Background: an optimization exercise with open tools, aiming at small area. Do not read the settings as production practice.
At most, simulation tests tie the RTL to the original design; equivalence was not proved.
Power and IR drop assume default switching activity.

// video_frontend
module video_frontend (
    input  logic         PCLK_i,
    input  logic         rst_n_i,
    input  logic [7:0]   r_i,
    input  logic [7:0]   g_i,
    input  logic [7:0]   b_i,
    input  logic         hs_i,
    input  logic         vs_i,
    input  logic         hsync_pol_i,
    input  logic         vsync_pol_i,
    input  logic         csc_enable_i,
    input  logic         csc_std_i,
    input  logic [11:0]  h_total_i,
    input  logic [11:0]  h_active_i,
    input  logic [11:0]  h_synclen_i,
    input  logic [11:0]  h_backporch_i,
    input  logic [10:0]  v_active_i,
    input  logic [10:0]  v_synclen_i,
    input  logic [10:0]  v_backporch_i,
    output logic [7:0]   r_o,
    output logic [7:0]   g_o,
    output logic [7:0]   b_o,
    output logic         hsync_o,
    output logic         vsync_o,
    output logic         de_o,
    output logic [10:0]  xpos_o,
    output logic [10:0]  ypos_o,
    output logic [10:0]  lines_total_o,
    output logic         frame_change_o
);
export LEC_CHECK = 0
export CAP_MARGIN = 20
export CORE_MARGIN = 2
export CORE_UTILIZATION = 40
export GPL_TIMING_DRIVEN = 0
export SLEW_MARGIN = 20
create_clock -name core_clock -period 6.0 [get_ports {PCLK_i}]
standard.sh (not shown) runs the stock make flow with config.mk's settings and CLKGATE_MAP_FILE= SYNTH_SCRIPT=/design/flow/synth_recipe.tcl, a recipe that flattens the netlist after the stock synthesis.
==> flow/flow/run.sh <==
#!/bin/bash
# The standard layout (the standard.sh) with three changes:
# - after the standard synthesis, flow/polfix.py rebuilds full adders whose outputs only
#   feed inverters on the complements of their inputs, which drops those inverters
#   (FA(~a,~b,~c) = ~FA(a,b,c)); registers and everything else stay as synthesized;
# - the port buffers are the smallest buffer cell;
# - clock tree synthesis uses clkbuf_4 in clusters of 10 sinks, without dummy loads.
# Logs: make_synth.log, polfix.log, make.log here, each tool's own in orfs/logs.
set -euo pipefail
KNOBS=("BUFFER_PORTS_ARGS=-buffer_cell sky130_fd_sc_hd__buf_1"
       "CTS_ARGS=-sink_clustering_enable -repair_clock_nets -dont_use_dummy_load -buf_list sky130_fd_sc_hd__clkbuf_4 -sink_clustering_size 10 -sink_clustering_max_diameter 50")
bash standard.sh "${KNOBS[@]}" synth > make_synth.log 2>&1
R=orfs/results/sky130hd/video_frontend/base
cp "$R/1_2_yosys.v" "$R/1_2_yosys.std.v"
python3 flow/polfix.py "$R/1_2_yosys.std.v" "$R/1_2_yosys.pol.v" > polfix.log 2>&1
mv "$R/1_2_yosys.pol.v" "$R/1_2_yosys.v"
rm -f "$R/1_synth.odb" "$R/1_synth.sdc"
bash standard.sh "${KNOBS[@]}" finish > make.log 2>&1
Other scripts of this flow, unchanged in this note and not shown: flow/flow/polfix.py
Edit:
--- a/flow/flow/run.sh
+++ b/flow/flow/run.sh
@@ -6,3 +6,3 @@
 # - the port buffers are the smallest buffer cell;
-# - clock tree synthesis uses clkbuf_4 in clusters of 10 sinks, without dummy loads.
+# - clock tree synthesis uses clkbuf_8 in clusters of 16 sinks, without dummy loads.
 # Logs: make_synth.log, polfix.log, make.log here, each tool's own in orfs/logs.
@@ -10,3 +10,3 @@
 KNOBS=("BUFFER_PORTS_ARGS=-buffer_cell sky130_fd_sc_hd__buf_1"
-       "CTS_ARGS=-sink_clustering_enable -repair_clock_nets -dont_use_dummy_load -buf_list sky130_fd_sc_hd__clkbuf_4 -sink_clustering_size 10 -sink_clustering_max_diameter 50")
+       "CTS_ARGS=-sink_clustering_enable -repair_clock_nets -dont_use_dummy_load -buf_list sky130_fd_sc_hd__clkbuf_8 -sink_clustering_size 16 -sink_clustering_max_diameter 60")
 bash standard.sh "${KNOBS[@]}" synth > make_synth.log 2>&1
=>
- sequential power hardly moves
- register-to-register slack got worse by 0.04 ns
- setup slack got worse by 0.036 ns
- synthesized cell count is unchanged

* * *

== T ==
video_frontend, a different RTL version from the one above (not shown whole).
For scale: roughly 1400 cells after synthesis, ~290 flip-flops, about 15000 µm² of cells after synthesis.
export LEC_CHECK = 0
export CAP_MARGIN = 20
export CORE_MARGIN = 2
export CORE_UTILIZATION = 40
export SLEW_MARGIN = 20
create_clock -name core_clock -period 6.0 [get_ports {PCLK_i}]
==> flow/flow/run.sh <==
#!/bin/bash
# The standard layout (the standard.sh: standard synthesis, floorplan, power grid,
# placement, CTS, routing) with two changes: the port buffers are the smallest buffer
# cell, and clock tree synthesis uses its own buffer list and sink clusters, without
# dummy loads. Each tool's output is in orfs/logs, make's in make.log.
set -euo pipefail
bash standard.sh \
  "BUFFER_PORTS_ARGS=-buffer_cell sky130_fd_sc_hd__buf_1" \
  "CTS_ARGS=-sink_clustering_enable -repair_clock_nets -dont_use_dummy_load -buf_list sky130_fd_sc_hd__clkbuf_16 -sink_clustering_size 30 -sink_clustering_max_diameter 80" \
  finish > make.log 2>&1
Although it ran to completion, T produced a layout that fails the final checks because of setup timing.
Relative to T, the following input files were edited for P:
-- flow/flow/run.sh --
<<< T, line 7
bash standard.sh \
  "BUFFER_PORTS_ARGS=-buffer_cell sky130_fd_sc_hd__buf_1" \
  "CTS_ARGS=-sink_clustering_enable -repair_clock_nets -dont_use_dummy_load -buf_list sky130_fd_sc_hd__clkbuf_16 -sink_clustering_size 30 -sink_clustering_max_diameter 80" \
  finish > make.log 2>&1
>>> P, line 7
bash standard.sh \
  "BUFFER_PORTS_ARGS=-buffer_cell sky130_fd_sc_hd__buf_1" \
  "CTS_ARGS=-sink_clustering_enable -repair_clock_nets -dont_use_dummy_load -buf_list sky130_fd_sc_hd__clkbuf_8 -sink_clustering_size 16 -sink_clustering_max_diameter 60" \
  finish > make.log 2>&1
[summary]
- The layout from P, despite a flow that completed every stage, fails the layout checks, with the failing checks listed as setup timing.
- P ended with more switching portion of total power than T.
- For highest attainable clock frequency, T and P come out practically identical.
- Compared with T, P shows a lower combinational power.
- For the relative slew slack, P came in 7.7 points higher than T did.
- The setup slack reported for P is smaller than that of T by 6.1 ps.
- Compared with T, in P number of signal-net buffers in the layout has decreased; wire length on met3 has increased; via count has remained practically unchanged.
- On total global routing track utilization, P and T are neck and neck.
Function was not checked in any run of this note: the RTL went through the layout flow alone.

* * *

video_frontend, a different RTL version from the one above (not shown whole).
For scale: about 290 flip-flops, about 170 I/O pins, about 16000 um^2 of cells after synthesis.
clock: 6.0 ns
lec_check: 0
cap_margin: 20
core_margin: 2
core_utilization: 70
slew_margin: 20
run.sh (not shown) runs the stock make flow with config.mk's settings and CLKGATE_MAP_FILE= SYNTH_SCRIPT=/design/flow/synth_recipe.tcl, a recipe that flattens the netlist after the stock synthesis.
Stock flow here: none of the scripts above is used.
Rerun with:
CORE_UTILIZATION = 40   (was 70)
Outcome: The new run finished clean. Via count came out lower by about 6%. Critical path depth came out higher by 2. Design area came out higher by 1.6%. Setup slack improved by 130 ps. First-iteration DRC count came out lower by about 43%. Synthesized cell count does not change. Clock skew came out lower by 6.8 ps. Worst hold slack barely changes. Routed wire length came out lower by about 9%. Flip-flop and latch count stays the same.
Rerun with:
==> flow/flow/run.sh (new file) <==
#!/bin/bash
# The standard layout (the standard.sh: standard synthesis, floorplan, power grid,
# placement, CTS, routing) with two changes: the port buffers are the smallest buffer
# cell, and clock tree synthesis inserts no dummy loads.
set -euo pipefail
bash standard.sh \
  "BUFFER_PORTS_ARGS=-buffer_cell sky130_fd_sc_hd__buf_1" \
  "CTS_ARGS=-sink_clustering_enable -repair_clock_nets -dont_use_dummy_load" \
  finish > make.log 2>&1
==> flow/standard.sh (new file) <==
#!/bin/bash
# synth_recipe.tcl (not shown) runs the flow's synth.tcl, then flattens the netlist and writes it again
# the make line also repeats each setting of config.mk as NAME=value (left out here)
make -C /OpenROAD-flow-scripts/flow DESIGN_CONFIG=/design/flow/config.mk WORK_HOME=/design/flow/orfs CLKGATE_MAP_FILE= SYNTH_SCRIPT=/design/flow/synth_recipe.tcl "${@:-finish}"
removed: flow/run.sh
Worst hold slack loses 11 ps.
Via count fell by 1.0%.
Non-clock buffer count fell by 27.
Cell area fell by about 8%.
Sequential power is about the same.
First-iteration DRC count fell by about 10%.
Critical path depth fell by 2.
Maximum frequency rose by 2.4%.
Clock skew rose by 6.7 ps.
Rerun with:
==> flow/run.sh (new file) <==
#!/bin/bash
# synth_recipe.tcl (not shown) runs the flow's synth.tcl, then flattens the netlist and writes it again
# the make line also repeats each setting of config.mk as NAME=value (left out here)
make -C /OpenROAD-flow-scripts/flow DESIGN_CONFIG=/design/flow/config.mk WORK_HOME=/design/flow/orfs CLKGATE_MAP_FILE= SYNTH_SCRIPT=/design/flow/synth_recipe.tcl finish
CTS_BUF_LIST = sky130_fd_sc_hd__clkbuf_4   (was default)
removed: flow/flow/run.sh
removed: flow/standard.sh
Non-clock buffer count came out higher by 27.
Power came out higher by 6.7%.
Wire length rises by 1.2%.
Fmax went down by 0.63%.
Worst hold slack loses 25 ps.
Die area stays the same.
Via count increases by 3.7%.
Global-route usage increases by 0.67 points.
Cell area went up by 8.2%.
Clock-buffer cell count went up by 76.
Sequential share of layout area came out lower by 2.5 points.

* * *

RTL: one of the versions met above, not the one the previous note started from.
Size in the first run: roughly 1200 cells after synthesis, about 170 I/O pins, roughly 13000 um2 of cells after synthesis.
clock: 6.0 ns
lec_check: 0
cap_margin: 20
core_margin: 2
core_utilization: 40
gpl_timing_driven: 0
slew_margin: 20
standard.sh (not shown) runs the stock make flow with config.mk's settings and CLKGATE_MAP_FILE= SYNTH_SCRIPT=/design/flow/synth_recipe.tcl, a recipe that flattens the netlist after the stock synthesis.
==> flow/flow/run.sh <==
#!/bin/bash
# The standard layout (the standard.sh) with these changes:
# - after the standard synthesis, flow/polfix.py rebuilds full adders whose outputs only
#   feed inverters on the complements of their inputs (FA(~a,~b,~c) = ~FA(a,b,c)), which
#   drops those inverters; then flow/reabc.ys maps the combinational cells other than the
#   adders again with Yosys's default ABC script, and polfix.py runs once more.
#   Registers, their names and cell types stay as the standard synthesis made them;
# - the port buffers are the smallest buffer cell;
# - clock tree synthesis uses clkbuf_4 in clusters of 10 sinks, without dummy loads.
# Logs: make_synth.log, polfix1.log, reabc.log, polfix2.log, make.log here, each
# tool's own in orfs/logs.
set -euo pipefail
KNOBS=("BUFFER_PORTS_ARGS=-buffer_cell sky130_fd_sc_hd__buf_1"
       "CTS_ARGS=-sink_clustering_enable -repair_clock_nets -dont_use_dummy_load -buf_list sky130_fd_sc_hd__clkbuf_4 -sink_clustering_size 10 -sink_clustering_max_diameter 50")
bash standard.sh "${KNOBS[@]}" synth > make_synth.log 2>&1
R=orfs/results/sky130hd/video_frontend/base
L=orfs/logs/sky130hd/video_frontend/base
LIB="$FLOW_HOME/platforms/sky130hd/lib/sky130_fd_sc_hd__tt_025C_1v80.lib"
YOSYS=$(command -v yosys || echo "$FLOW_HOME/../tools/install/yosys/bin/yosys")
DONTUSE=$(grep -o -- '-dont_use [^ ]*' "$L/1_2_yosys.log" | sort -u | tr '\n' ' ')
cp "$R/1_2_yosys.v" "$R/1_2_yosys.std.v"
python3 flow/polfix.py "$R/1_2_yosys.std.v" "$R/1_2_yosys.pol1.v" > polfix1.log 2>&1
sed -e "s|@LIB@|$LIB|g" -e "s|@DONTUSE@|$DONTUSE|" -e "s|@IN@|$R/1_2_yosys.pol1.v|" \
    -e "s|@OUT@|$R/1_2_yosys.reabc.v|" flow/reabc.ys > reabc_run.ys
"$YOSYS" -s reabc_run.ys > reabc.log 2>&1
python3 flow/polfix.py "$R/1_2_yosys.reabc.v" "$R/1_2_yosys.pol2.v" > polfix2.log 2>&1
cp "$R/1_2_yosys.pol2.v" "$R/1_2_yosys.v"
rm -f "$R/1_synth.odb" "$R/1_synth.sdc"
bash standard.sh "${KNOBS[@]}" finish > make.log 2>&1
==> flow/flow/reabc.ys <==
# Remaps the standard synthesis's combinational logic with Yosys's default ABC
# script for a liberty. Flip-flops, full adders and tie cells stay as they are
# (blackboxes); every other cell, half adders included, is flattened into its function and mapped again.
# run.sh fills in @LIB@, @DONTUSE@, @IN@ and @OUT@.
read_liberty -ignore_miss_func @LIB@
read_verilog @IN@
hierarchy -top video_frontend
blackbox sky130_fd_sc_hd__df* sky130_fd_sc_hd__sdf* sky130_fd_sc_hd__edf* sky130_fd_sc_hd__fa_* sky130_fd_sc_hd__conb_*
flatten
opt_clean
rename -hide w:_*.*
opt_clean -purge
abc -liberty @LIB@ @DONTUSE@ -D 6000
opt_clean -purge
splitnets
opt_clean -purge
stat -liberty @LIB@
write_verilog -noattr -nohex -nodec @OUT@
Other scripts of this flow, unchanged in this note and not shown: flow/flow/polfix.py
Edit:
--- a/flow/flow/run.sh
+++ b/flow/flow/run.sh
@@ -6 +6,2 @@
-#   adders again with Yosys's default ABC script, and polfix.py runs once more.
+#   full adders (half adders included) again with ABC (flow/reabc.ys), and
+#   polfix.py runs once more.
@@ -14 +15 @@
-       "CTS_ARGS=-sink_clustering_enable -repair_clock_nets -dont_use_dummy_load -buf_list sky130_fd_sc_hd__clkbuf_4 -sink_clustering_size 10 -sink_clustering_max_diameter 50")
+       "CTS_ARGS=-sink_clustering_enable -repair_clock_nets -dont_use_dummy_load -buf_list {sky130_fd_sc_hd__clkbuf_2 sky130_fd_sc_hd__clkbuf_4 sky130_fd_sc_hd__clkbuf_8} -sink_clustering_size 12 -sink_clustering_max_diameter 50")
--- a/flow/flow/reabc.ys
+++ b/flow/flow/reabc.ys
@@ -1,3 +1,4 @@
-# Remaps the standard synthesis's combinational logic with Yosys's default ABC
-# script for a liberty. Flip-flops, full adders and tie cells stay as they are
-# (blackboxes); every other cell, half adders included, is flattened into its function and mapped again.
+# Remaps the standard synthesis's combinational logic with ABC: Yosys's default script
+# for a liberty, with more area-recovery rounds in the mapper and a second mapping pass.
+# Flip-flops, full adders and tie cells stay as they are (blackboxes); every other cell,
+# half adders included, is flattened into its function and mapped again.
@@ -13 +14 @@
-abc -liberty @LIB@ @DONTUSE@ -D 6000
+abc -liberty @LIB@ @DONTUSE@ -script +strash;&get,-n;&fraig,-x;&put;scorr;dc2;dretime;strash;&get,-n;&dch,-f;&nf,-R,1000;&put;strash;&get,-n;&dch,-f;&nf,-R,1000;&put
Outcome:
- final cell count is lower by a few percent
- non-clock buffer count is higher by 2
- global-route usage is lower by 0.40 points
- setup slack is worse by 35 ps
- register-to-register slack is better by 90 ps
- clock skew is lower by 29 ps
- wire length is lower by a few percent
- area after synthesis is lower slightly
- power is higher by a few percent
Edit:
--- a/flow/flow/run.sh
+++ b/flow/flow/run.sh
@@ -9,0 +10 @@
+# - no timing repair after CTS and no incremental repair in global routing;
@@ -14,2 +15,2 @@
-KNOBS=("BUFFER_PORTS_ARGS=-buffer_cell sky130_fd_sc_hd__buf_1"
-       "CTS_ARGS=-sink_clustering_enable -repair_clock_nets -dont_use_dummy_load -buf_list {sky130_fd_sc_hd__clkbuf_2 sky130_fd_sc_hd__clkbuf_4 sky130_fd_sc_hd__clkbuf_8} -sink_clustering_size 12 -sink_clustering_max_diameter 50")
+KNOBS=("BUFFER_PORTS_ARGS=-buffer_cell sky130_fd_sc_hd__buf_1" "SKIP_CTS_REPAIR_TIMING=1" "SKIP_INCREMENTAL_REPAIR=1"
+       "CTS_ARGS=-sink_clustering_enable -repair_clock_nets -dont_use_dummy_load -buf_list sky130_fd_sc_hd__clkbuf_4 -sink_clustering_size 10 -sink_clustering_max_diameter 50")
After rerunning: This time the run produced a layout that fails on negative setup slack. Combinational power goes down by a few percent. Area after synthesis does not change. First-iteration DRC count climbs by a few percent.
Edit:
--- a/flow/flow/run.sh
+++ b/flow/flow/run.sh
@@ -6 +6 @@
-#   full adders (half adders included) again with ABC (flow/reabc.ys), and
+#   full adders (half adders included) again with Yosys's default ABC script, and
@@ -10 +9,0 @@
-# - no timing repair after CTS and no incremental repair in global routing;
@@ -15 +14 @@
-KNOBS=("BUFFER_PORTS_ARGS=-buffer_cell sky130_fd_sc_hd__buf_1" "SKIP_CTS_REPAIR_TIMING=1" "SKIP_INCREMENTAL_REPAIR=1"
+KNOBS=("BUFFER_PORTS_ARGS=-buffer_cell sky130_fd_sc_hd__buf_1"
==> flow/flow/reabc.ys (replaced) <==
# Remaps the standard synthesis's combinational logic with Yosys's default ABC
# script for a liberty. Flip-flops, full adders and tie cells stay as they are
# (blackboxes); every other cell, half adders included, is flattened into its function and mapped again.
# run.sh fills in @LIB@, @DONTUSE@, @IN@ and @OUT@.
read_liberty -ignore_miss_func @LIB@
read_verilog @IN@
hierarchy -top video_frontend
blackbox sky130_fd_sc_hd__df* sky130_fd_sc_hd__sdf* sky130_fd_sc_hd__edf* sky130_fd_sc_hd__fa_* sky130_fd_sc_hd__conb_*
flatten
opt_clean
rename -hide w:_*.*
opt_clean -purge
abc -liberty @LIB@ @DONTUSE@ -D 6000
opt_clean -purge
splitnets
opt_clean -purge
stat -liberty @LIB@
write_verilog -noattr -nohex -nodec @OUT@
Outcome:
- Now the flow completed without violations
- worst hold slack hardly moves
- global-route usage is higher by 0.64 points
- area after synthesis is higher by 1.7%
- total power barely changes
- cell area is higher by 2.4%
- first-iteration DRC count is lower by 12%
- sequential share of layout area is lower by 0.93 points
- die area is higher by 1.7%
- worst setup slack improved by 1300 ps

[port drivers added, routing unchanged]
How much do the figures lean on ideal ports? The routed layouts below were timed once more, with nothing changed but the port constraints. Step 1 sets driving cells, clkbuf_16 on the clock port and buf_2 on the other inputs (assumed; they add their load-dependent delay and slew). Step 2 also shifts input and output timing later by t, the mid clock arrival at the registers, as if the neighbouring blocks saw the same clock. Three values: no drivers, after step 1, after step 2; two values: the first two.
run	t, ns	slack for setup (ns)	clock arrival spread, ns	worst slew at a driven data input, ns
the first run of note 1	0.702	0.340 / 0.340 / 0.133	0.105 / 0.105	0.09
the second run of note 1	0.603	0.304 / 0.304 / 0.159	0.061 / 0.061	0.10
T	0.553	-1.330 / -1.330 / -1.330	0.053 / 0.052	0.08
P	0.615	-1.336 / -1.336 / -1.336	0.055 / 0.056	0.08
the first run of note 3	0.599	0.286 / 0.288 / -0.285	0.020 / 0.019	0.05
the second run of note 3	0.623	0.415 / 0.451 / -0.172	0.012 / 0.012	0.09
the third run of note 3	0.603	0.546 / 0.582 / -0.020	0.023 / 0.023	0.09
the fourth run of note 3	0.824	0.512 / 0.540 / -0.284	0.111 / 0.110	0.10
the first run of note 4	0.644	0.295 / 0.295 / -0.029	0.101 / 0.102	0.06
the second run of note 4	0.559	0.260 / 0.288 / -0.271	0.079 / 0.078	0.09
the third run of note 4	0.651	-1.028 / -1.028 / -1.028	0.146 / 0.146	0.08
the fourth run of note 4	0.644	0.295 / 0.295 / -0.029	0.101 / 0.102	0.06
Met with ideal ports but missed after step 2: setup timing in 7 of these runs. The setup slack of the fourth run of note 3, which loses most, moves by +0.028 ns with the drivers and by -0.796 ns with both steps.
